Source: an optimization exercise on an open RTL-to-GDS flow (aim: small area). Production flows keep margins and buffers that such runs may drop. At most, simulation tests tie the RTL to the original design; equivalence was not proved. Power figures rest on the tool's default switching activity, not on a simulated workload.

Design dual_wheel_incremental_pid_drive, start of the top module:
module dual_wheel_incremental_pid_drive #(
	parameter int TICK_BITS = dwpid_pkg::TICK_BITS
) (
	input  logic                        clk,
	input  logic                        arst_n,
	input  logic                        psel,
	input  logic                        penable,
	input  logic                        pwrite,
	input  logic [4:0]                  paddr,
	input  logic [31:0]                 pwdata,
	output logic [31:0]                 prdata,
	output logic                        pready,
	input  logic                        in_valid,
	output logic                        in_stall,
	input  logic [2:0]                  cmd,
	input  logic signed [15:0]          speed,
	input  logic signed [TICK_BITS-1:0] left_ticks,
	input  logic signed [TICK_BITS-1:0] right_ticks,
	output logic                        out_valid,
	input  logic                        out_stall,
	output logic [15:0]                 left_duty,
	output logic [1:0]                  left_dir,
	output logic [15:0]                 right_duty,
	output logic [1:0]                  right_dir,
	output logic signed [15:0]          left_speed,
	output logic signed [15:0]          right_speed,
	output logic signed [31:0]          left_odometry,
	output logic signed [31:0]          right_odometry
);
Size: roughly 1500 cells after synthesis, ~430 flip-flops, about 260 I/O pins, ~18000 sq um of cells after synthesis.
export LEC_CHECK = 0
export CAP_MARGIN = 20
export CORE_MARGIN = 2
export CORE_UTILIZATION = 40
export SLEW_MARGIN = 20
create_clock -name core_clock -period 12.0 [get_ports {clk}]
standard.sh (not shown) runs the stock make flow with config.mk's settings and CLKGATE_MAP_FILE= SYNTH_SCRIPT=/design/flow/synth_recipe.tcl, a recipe that flattens the netlist after the stock synthesis.
==> flow/flow/run.sh <==
#!/bin/bash
# The standard layout (standard.sh) with three options changed:
#  - synthesis runs flow/my_synth.tcl: the standard synthesis script, except that the
#    technology mapping uses Yosys's own (area-oriented) ABC script instead of ORFS's
#    delay-oriented one; registers, their names and cell types are unchanged;
#  - the port buffers are the smallest buffer cell;
#  - clock tree synthesis uses clkbuf_16 leaf clusters of up to 24 sinks and no dummy loads.
# All tool output goes to standard.log here and to ORFS's per-step logs under orfs/logs.
set -euo pipefail
HERE=$(pwd)
export BUFFER_PORTS_ARGS="-buffer_cell sky130_fd_sc_hd__buf_1"
export CTS_ARGS="-sink_clustering_enable -repair_clock_nets -sink_clustering_size 14 -sink_clustering_max_diameter 80 -buf_list sky130_fd_sc_hd__clkbuf_8 -dont_use_dummy_load"
bash standard.sh SYNTH_SCRIPT="$HERE/flow/my_synth.tcl" finish > standard.log 2>&1
==> flow/flow/my_synth.tcl <==
proc synth {args} { yosys synth -nofsm -noshare {*}$args }
# Same as synth_recipe.tcl (the standard synthesis), with ABC called without the ORFS script,
# constraint file and delay target.
# Technology mapping with Yosys's own ABC script for liberty mapping (area oriented), in place of
# ORFS's delay-oriented script; the -liberty and -dont_use arguments are kept.
proc abc {args} {
  set keep {}
  set i 0
  while {$i < [llength $args]} {
    set a [lindex $args $i]
    if {$a eq "-liberty" || $a eq "-dont_use"} {
      lappend keep $a [lindex $args [expr {$i + 1}]]
      incr i 2
    } elseif {$a eq "-script" || $a eq "-constr" || $a eq "-D"} {
      incr i 2
    } else {
      lappend keep $a
      incr i
    }
  }
  yosys abc {*}$keep
}
source $::env(SCRIPTS_DIR)/synth.tcl
# left out here: clear keep_hierarchy, flatten, clean up, hide names made inside functions, write 1_2_yosys.v
Next try:
--- a/flow/flow/run.sh
+++ b/flow/flow/run.sh
@@ -12 +12 @@
-export CTS_ARGS="-sink_clustering_enable -repair_clock_nets -sink_clustering_size 14 -sink_clustering_max_diameter 80 -buf_list sky130_fd_sc_hd__clkbuf_8 -dont_use_dummy_load"
+export CTS_ARGS="-sink_clustering_enable -repair_clock_nets -sink_clustering_size 24 -sink_clustering_max_diameter 120 -buf_list sky130_fd_sc_hd__clkbuf_16 -dont_use_dummy_load"
- The new run completed with no timing, DRC or antenna violations
- total power rises slightly
- design area is about the same
- clock power rises by a few percent
- wire length falls slightly
Function was not checked in any run of this note: the RTL went through the layout flow alone.


Another version of the RTL of dual_wheel_incremental_pid_drive (not shown whole).
Size in the first run: ~1400 cells after synthesis, ~430 flip-flops, roughly 18000 um2 of cells after synthesis.
clock: 12.0 ns
lec_check: 0
cap_margin: 20
core_margin: 2
core_utilization: 40
slew_margin: 20
==> flow/flow/run.sh <==
#!/bin/bash
# The standard layout (standard.sh) with three options changed:
#  - synthesis runs flow/my_synth.tcl: the standard synthesis script, except that the
#    technology mapping uses Yosys's own (area-oriented) ABC script instead of ORFS's
#    delay-oriented one; registers, their names and cell types are unchanged;
#  - the port buffers are the smallest buffer cell;
#  - clock tree synthesis uses clkbuf_16 leaf clusters of up to 24 sinks and no dummy loads.
# All tool output goes to standard.log here and to ORFS's per-step logs under orfs/logs.
set -euo pipefail
HERE=$(pwd)
export BUFFER_PORTS_ARGS="-buffer_cell sky130_fd_sc_hd__buf_1"
export CTS_ARGS="-sink_clustering_enable -repair_clock_nets -sink_clustering_size 8 -sink_clustering_max_diameter 60 -buf_list sky130_fd_sc_hd__clkbuf_4 -dont_use_dummy_load"
bash standard.sh SYNTH_SCRIPT="$HERE/flow/my_synth.tcl" finish > standard.log 2>&1
Scripts as last shown in full above: flow/flow/my_synth.tcl
==> next run, changes <==
--- a/flow/flow/run.sh
+++ b/flow/flow/run.sh
@@ -11,3 +11,3 @@
 export BUFFER_PORTS_ARGS="-buffer_cell sky130_fd_sc_hd__buf_1"
-export CTS_ARGS="-sink_clustering_enable -repair_clock_nets -sink_clustering_size 8 -sink_clustering_max_diameter 60 -buf_list sky130_fd_sc_hd__clkbuf_4 -dont_use_dummy_load"
+export CTS_ARGS="-sink_clustering_enable -repair_clock_nets -sink_clustering_size 10 -sink_clustering_max_diameter 70 -buf_list sky130_fd_sc_hd__clkbuf_4 -dont_use_dummy_load"
 bash standard.sh SYNTH_SCRIPT="$HERE/flow/my_synth.tcl" finish > standard.log 2>&1
Outcome:
- The new run ran to the end with no violations
- setup slack improves by 170 ps
- cell count decreases by 0.42%
- total power goes down by 0.87%
- die area stays the same
- design area drops by 0.37%
- via count went down by 0.32%
- routed wire length barely changes
- maximum frequency climbs by 1.5%
==> next run, changes <==
--- a/flow/flow/run.sh
+++ b/flow/flow/run.sh
@@ -11,3 +11,3 @@
 export BUFFER_PORTS_ARGS="-buffer_cell sky130_fd_sc_hd__buf_1"
-export CTS_ARGS="-sink_clustering_enable -repair_clock_nets -sink_clustering_size 10 -sink_clustering_max_diameter 70 -buf_list sky130_fd_sc_hd__clkbuf_4 -dont_use_dummy_load"
+export CTS_ARGS="-sink_clustering_enable -repair_clock_nets -sink_clustering_size 9 -sink_clustering_max_diameter 60 -buf_list sky130_fd_sc_hd__clkbuf_4 -dont_use_dummy_load"
 bash standard.sh SYNTH_SCRIPT="$HERE/flow/my_synth.tcl" finish > standard.log 2>&1
Effect:
- hold slack is worse by 43 ps
- final cell count is about the same
- clock-buffer cell count increases by 5
- global-route usage hardly moves
- via count decreases by 0.34%
==> next run, changes <==
--- a/flow/flow/run.sh
+++ b/flow/flow/run.sh
@@ -11,3 +11,3 @@
 export BUFFER_PORTS_ARGS="-buffer_cell sky130_fd_sc_hd__buf_1"
-export CTS_ARGS="-sink_clustering_enable -repair_clock_nets -sink_clustering_size 9 -sink_clustering_max_diameter 60 -buf_list sky130_fd_sc_hd__clkbuf_4 -dont_use_dummy_load"
+export CTS_ARGS="-sink_clustering_enable -repair_clock_nets -sink_clustering_size 24 -sink_clustering_max_diameter 120 -buf_list sky130_fd_sc_hd__clkbuf_16 -dont_use_dummy_load"
 bash standard.sh SYNTH_SCRIPT="$HERE/flow/my_synth.tcl" finish > standard.log 2>&1
Outcome: The new run completed with no timing, DRC or antenna violations. Global-route usage goes down by 0.42 points. Via count came out lower by 1.2%. Non-clock buffer count is unchanged.


Another version of the RTL of dual_wheel_incremental_pid_drive (not shown whole).
Size in the first run: ~1800 cells after synthesis, ~440 flip-flops, about 260 I/O pins, ~21000 sq um of cells after synthesis.
export LEC_CHECK = 0
export CAP_MARGIN = 20
export CORE_MARGIN = 2
export CORE_UTILIZATION = 40
export CTS_BUF_LIST = sky130_fd_sc_hd__clkbuf_16
export CTS_CLUSTER_DIAMETER = 120
export CTS_CLUSTER_SIZE = 24
export SLEW_MARGIN = 20
create_clock -name core_clock -period 12.0 [get_ports {clk}]
==> flow/flow/run.sh <==
#!/bin/bash
# The standard layout (standard.sh, unchanged synthesis) with two placement/CTS options:
# ports are buffered with the smallest buffer, and CTS adds no dummy loads.
set -euo pipefail
export BUFFER_PORTS_ARGS="-buffer_cell sky130_fd_sc_hd__buf_1"
export CTS_ARGS="-sink_clustering_enable -repair_clock_nets -sink_clustering_size 16 -sink_clustering_max_diameter 100 -buf_list sky130_fd_sc_hd__clkbuf_8 -dont_use_dummy_load"
bash standard.sh finish > standard.log 2>&1
Edit:
==> flow/flow/run.sh (replaced) <==
#!/bin/bash
# The standard layout (standard.sh, unchanged synthesis) with two placement/CTS options:
# ports are buffered with the smallest buffer, and CTS adds no dummy loads.
set -euo pipefail
export BUFFER_PORTS_ARGS="-buffer_cell sky130_fd_sc_hd__buf_1"
export CTS_ARGS="-sink_clustering_enable -repair_clock_nets -sink_clustering_size 24 -sink_clustering_max_diameter 120 -buf_list sky130_fd_sc_hd__clkbuf_16 -dont_use_dummy_load"
bash standard.sh finish > standard.log 2>&1
- CORE_UTILIZATION: 40 -> 60
- CTS_BUF_LIST: sky130_fd_sc_hd__clkbuf_16 -> unset
- CTS_CLUSTER_DIAMETER: 120 -> unset
- CTS_CLUSTER_SIZE: 24 -> unset
=>
- total power climbs slightly
- die area goes down by a quarter to a third
- utilization rose by 21 points
- synthesized cell count is unchanged
- wire length goes down by a little under a tenth
- clock power rises by roughly a tenth
- register-to-register slack gains 60 ps
- sequential cell count stays the same
Edit:
==> flow/run.sh (new file) <==
#!/bin/bash
# synth_recipe.tcl (not shown) runs the flow's synth.tcl, then flattens the netlist and writes it again
# the make line also repeats each setting of config.mk as NAME=value (left out here)
make -C /OpenROAD-flow-scripts/flow DESIGN_CONFIG=/design/flow/config.mk WORK_HOME=/design/flow/orfs CLKGATE_MAP_FILE= SYNTH_SCRIPT=/design/flow/synth_recipe.tcl finish
- CORE_UTILIZATION: 60 -> 40
- CTS_BUF_LIST: unset -> sky130_fd_sc_hd__clkbuf_16
- CTS_CLUSTER_DIAMETER: unset -> 120
- CTS_CLUSTER_SIZE: unset -> 24
removed: flow/flow/run.sh
removed: flow/standard.sh
First-iteration DRC count climbs by 9.3%.
Power climbs by 5.4%.
Worst setup slack improves by 140 ps.
Worst hold slack degrades by 8.8 ps.
Routed wire length climbs by 10%.
Core utilization drops by 18 points.
Clock skew drops by 25 ps.
Synthesized area is unchanged.
Edit:
==> flow/flow/run.sh (new file) <==
#!/bin/bash
# The standard layout (standard.sh, unchanged synthesis) with two placement/CTS options:
# ports are buffered with the smallest buffer, and CTS adds no dummy loads.
set -euo pipefail
export BUFFER_PORTS_ARGS="-buffer_cell sky130_fd_sc_hd__buf_1"
export CTS_ARGS="-sink_clustering_enable -repair_clock_nets -sink_clustering_size 24 -sink_clustering_max_diameter 120 -buf_list sky130_fd_sc_hd__clkbuf_16 -dont_use_dummy_load"
bash standard.sh finish > standard.log 2>&1
==> flow/standard.sh (new file) <==
#!/bin/bash
# synth_recipe.tcl (not shown) runs the flow's synth.tcl, then flattens the netlist and writes it again
# the make line also repeats each setting of config.mk as NAME=value (left out here)
make -C /OpenROAD-flow-scripts/flow DESIGN_CONFIG=/design/flow/config.mk WORK_HOME=/design/flow/orfs CLKGATE_MAP_FILE= SYNTH_SCRIPT=/design/flow/synth_recipe.tcl "${@:-finish}"
- CORE_UTILIZATION: 40 -> 75
- CTS_BUF_LIST: sky130_fd_sc_hd__clkbuf_16 -> unset
- CTS_CLUSTER_DIAMETER: 120 -> unset
- CTS_CLUSTER_SIZE: 24 -> unset
removed: flow/run.sh
Synthesized cell count stays the same.
Flip-flop and latch count stays the same.
Clock skew came out higher by 49 ps.
Setup slack gets better by 49 ps.
Power came out lower by about 4.4%.
Non-clock buffer count came out lower by 5.
Fmax came out higher by 0.43%.
Via count came out higher by about 2.7%.
Routed wire length came out lower by 7.1%.
Clock-buffer cell count came out lower by 1.


dual_wheel_incremental_pid_drive, a different RTL version from the one above (not shown whole).
For scale: ~1400 cells after synthesis, about 430 flip-flops, about 260 I/O pins, about 0.018 mm² of cells after synthesis.
==> flow/config.mk <==
export PLATFORM = sky130hd
export DESIGN_NAME = dual_wheel_incremental_pid_drive
export DESIGN_NICKNAME = dual_wheel_incremental_pid_drive
export VERILOG_FILES = /design/flow/design.v
export SDC_FILE = /design/flow/constraint.sdc
export NUM_CORES = 4
export LEC_CHECK = 0
export CAP_MARGIN = 20
export CORE_MARGIN = 2
export CORE_UTILIZATION = 40
export SLEW_MARGIN = 20
==> flow/constraint.sdc <==
create_clock -name core_clock -period 12.0 [get_ports {clk}]
set_input_delay 2.4000 -clock core_clock [delete_from_list [all_inputs] [get_ports {clk}]]
set_output_delay 2.4000 -clock core_clock [all_outputs]
set_load 0.01 [all_outputs]
==> flow/flow/run.sh <==
#!/bin/bash
# The standard layout (standard.sh) with three options changed:
#  - synthesis runs flow/my_synth.tcl: the standard synthesis script, except that the
#    technology mapping uses Yosys's own (area-oriented) ABC script instead of ORFS's
#    delay-oriented one; registers, their names and cell types are unchanged;
#  - the port buffers are the smallest buffer cell;
#  - clock tree synthesis uses clkbuf_16 leaf clusters of up to 24 sinks and no dummy loads.
# All tool output goes to standard.log here and to ORFS's per-step logs under orfs/logs.
set -euo pipefail
HERE=$(pwd)
export BUFFER_PORTS_ARGS="-buffer_cell sky130_fd_sc_hd__buf_1"
export CTS_ARGS="-sink_clustering_enable -repair_clock_nets -sink_clustering_size 28 -sink_clustering_max_diameter 120 -buf_list sky130_fd_sc_hd__clkbuf_16 -dont_use_dummy_load"
bash standard.sh SYNTH_SCRIPT="$HERE/flow/my_synth.tcl" finish > standard.log 2>&1
Scripts as last shown in full above: flow/flow/my_synth.tcl
Then changed:
--- a/flow/flow/run.sh
+++ b/flow/flow/run.sh
@@ -10,4 +10,4 @@
 HERE=$(pwd)
 export BUFFER_PORTS_ARGS="-buffer_cell sky130_fd_sc_hd__buf_1"
-export CTS_ARGS="-sink_clustering_enable -repair_clock_nets -sink_clustering_size 28 -sink_clustering_max_diameter 120 -buf_list sky130_fd_sc_hd__clkbuf_16 -dont_use_dummy_load"
+export CTS_ARGS="-sink_clustering_enable -repair_clock_nets -sink_clustering_size 24 -sink_clustering_max_diameter 120 -buf_list sky130_fd_sc_hd__clkbuf_16 -dont_use_dummy_load"
 bash standard.sh SYNTH_SCRIPT="$HERE/flow/my_synth.tcl" finish > standard.log 2>&1
- CAP_MARGIN: 20 -> 0
- SLEW_MARGIN: 20 -> 0
Register-to-register slack is about the same.
Via count hardly moves.
Cell count hardly moves.
First-iteration DRC count climbs by 6.1%.
Clock power climbs by 7.8%.
Die area stays the same.
Design area stays flat.
Then changed:
--- a/flow/flow/run.sh
+++ b/flow/flow/run.sh
@@ -10,4 +10,4 @@
 HERE=$(pwd)
 export BUFFER_PORTS_ARGS="-buffer_cell sky130_fd_sc_hd__buf_1"
-export CTS_ARGS="-sink_clustering_enable -repair_clock_nets -sink_clustering_size 24 -sink_clustering_max_diameter 120 -buf_list sky130_fd_sc_hd__clkbuf_16 -dont_use_dummy_load"
+export CTS_ARGS="-sink_clustering_enable -repair_clock_nets -sink_clustering_size 20 -sink_clustering_max_diameter 150 -buf_list sky130_fd_sc_hd__clkbuf_16 -dont_use_dummy_load"
 bash standard.sh SYNTH_SCRIPT="$HERE/flow/my_synth.tcl" finish > standard.log 2>&1
- CAP_MARGIN: 0 -> 20
- SLEW_MARGIN: 0 -> 20
The new run completed with no timing, DRC or antenna violations; via count is about the same; setup slack gains 0.021 ns; critical path depth went down by 1; routed wire length is about the same; clock skew went down by 0.035 ns; worst hold slack loses 0.0059 ns; cell count is about the same; global-route usage hardly moves.
Then changed:
--- a/flow/flow/run.sh
+++ b/flow/flow/run.sh
@@ -10,4 +10,4 @@
 HERE=$(pwd)
 export BUFFER_PORTS_ARGS="-buffer_cell sky130_fd_sc_hd__buf_1"
-export CTS_ARGS="-sink_clustering_enable -repair_clock_nets -sink_clustering_size 20 -sink_clustering_max_diameter 150 -buf_list sky130_fd_sc_hd__clkbuf_16 -dont_use_dummy_load"
+export CTS_ARGS="-sink_clustering_enable -repair_clock_nets -sink_clustering_size 24 -sink_clustering_max_diameter 120 -buf_list sky130_fd_sc_hd__clkbuf_16 -dont_use_dummy_load"
 bash standard.sh SYNTH_SCRIPT="$HERE/flow/my_synth.tcl" finish > standard.log 2>&1
Sequential power is about the same.
Routed wire length barely changes.
Non-clock buffer count came out lower by 1.
Setup slack stays flat.
Clock-buffer cell count came out lower by 3.
Worst hold slack gets better by 0.0057 ns.
Cell count hardly moves.
Critical path depth grows by 1.
Core utilization shrinks by 0.19 points.
Area after synthesis does not change.
Power shrinks by 1.0%.

what the ideal ports hide:
In the flow no input, the clock included, has a driving cell. The finished layouts below were timed again as built, in two steps.
Step 1: set_driving_cell puts a clkbuf_16 on clk and a buf_2 on each other input, an assumption about the parent block.
Step 2 adds t to the input delays and takes it off the output delays; t is the mean of the earliest and latest rising clock arrival at the registers after step 1. Input paths then give back, and output paths get back, about the clock's delay inside the block.
Three values: no drivers, after step 1, after step 2; two values: the first two.
| run | shift t [ns] | setup slack, ns | slew at the worst register clock pin (ns) |
|---|---|---|---|
| the first run of note 1 | 0.641 | 0.675 / 0.675 / 0.675 | 0.10 / 0.10 |
| the second run of note 1 | 0.580 | 0.648 / 0.648 / 0.648 | 0.11 / 0.11 |
| the first run of note 2 | 0.823 | 0.592 / 0.592 / 0.592 | 0.10 / 0.10 |
| the second run of note 2 | 0.828 | 0.762 / 0.762 / 0.762 | 0.12 / 0.12 |
| the third run of note 2 | 0.825 | 0.758 / 0.758 / 0.758 | 0.11 / 0.11 |
| the fourth run of note 2 | 0.598 | 0.691 / 0.691 / 0.691 | 0.11 / 0.11 |
| the first run of note 3 | 0.688 | 0.504 / 0.504 / 0.504 | 0.12 / 0.12 |
| the second run of note 3 | 0.584 | 0.564 / 0.564 / 0.564 | 0.10 / 0.10 |
| the third run of note 3 | 0.617 | 0.703 / 0.703 / 0.703 | 0.12 / 0.12 |
| the fourth run of note 3 | 0.568 | 0.752 / 0.752 / 0.752 | 0.10 / 0.10 |
| the first run of note 4 | 0.578 | 0.614 / 0.614 / 0.614 | 0.12 / 0.12 |
| the second run of note 4 | 0.571 | 0.620 / 0.620 / 0.620 | 0.11 / 0.11 |
| the third run of note 4 | 0.599 | 0.641 / 0.641 / 0.641 | 0.09 / 0.09 |
| the fourth run of note 4 | 0.571 | 0.639 / 0.639 / 0.639 | 0.11 / 0.11 |
After both steps setup and hold are still met in every run listed.
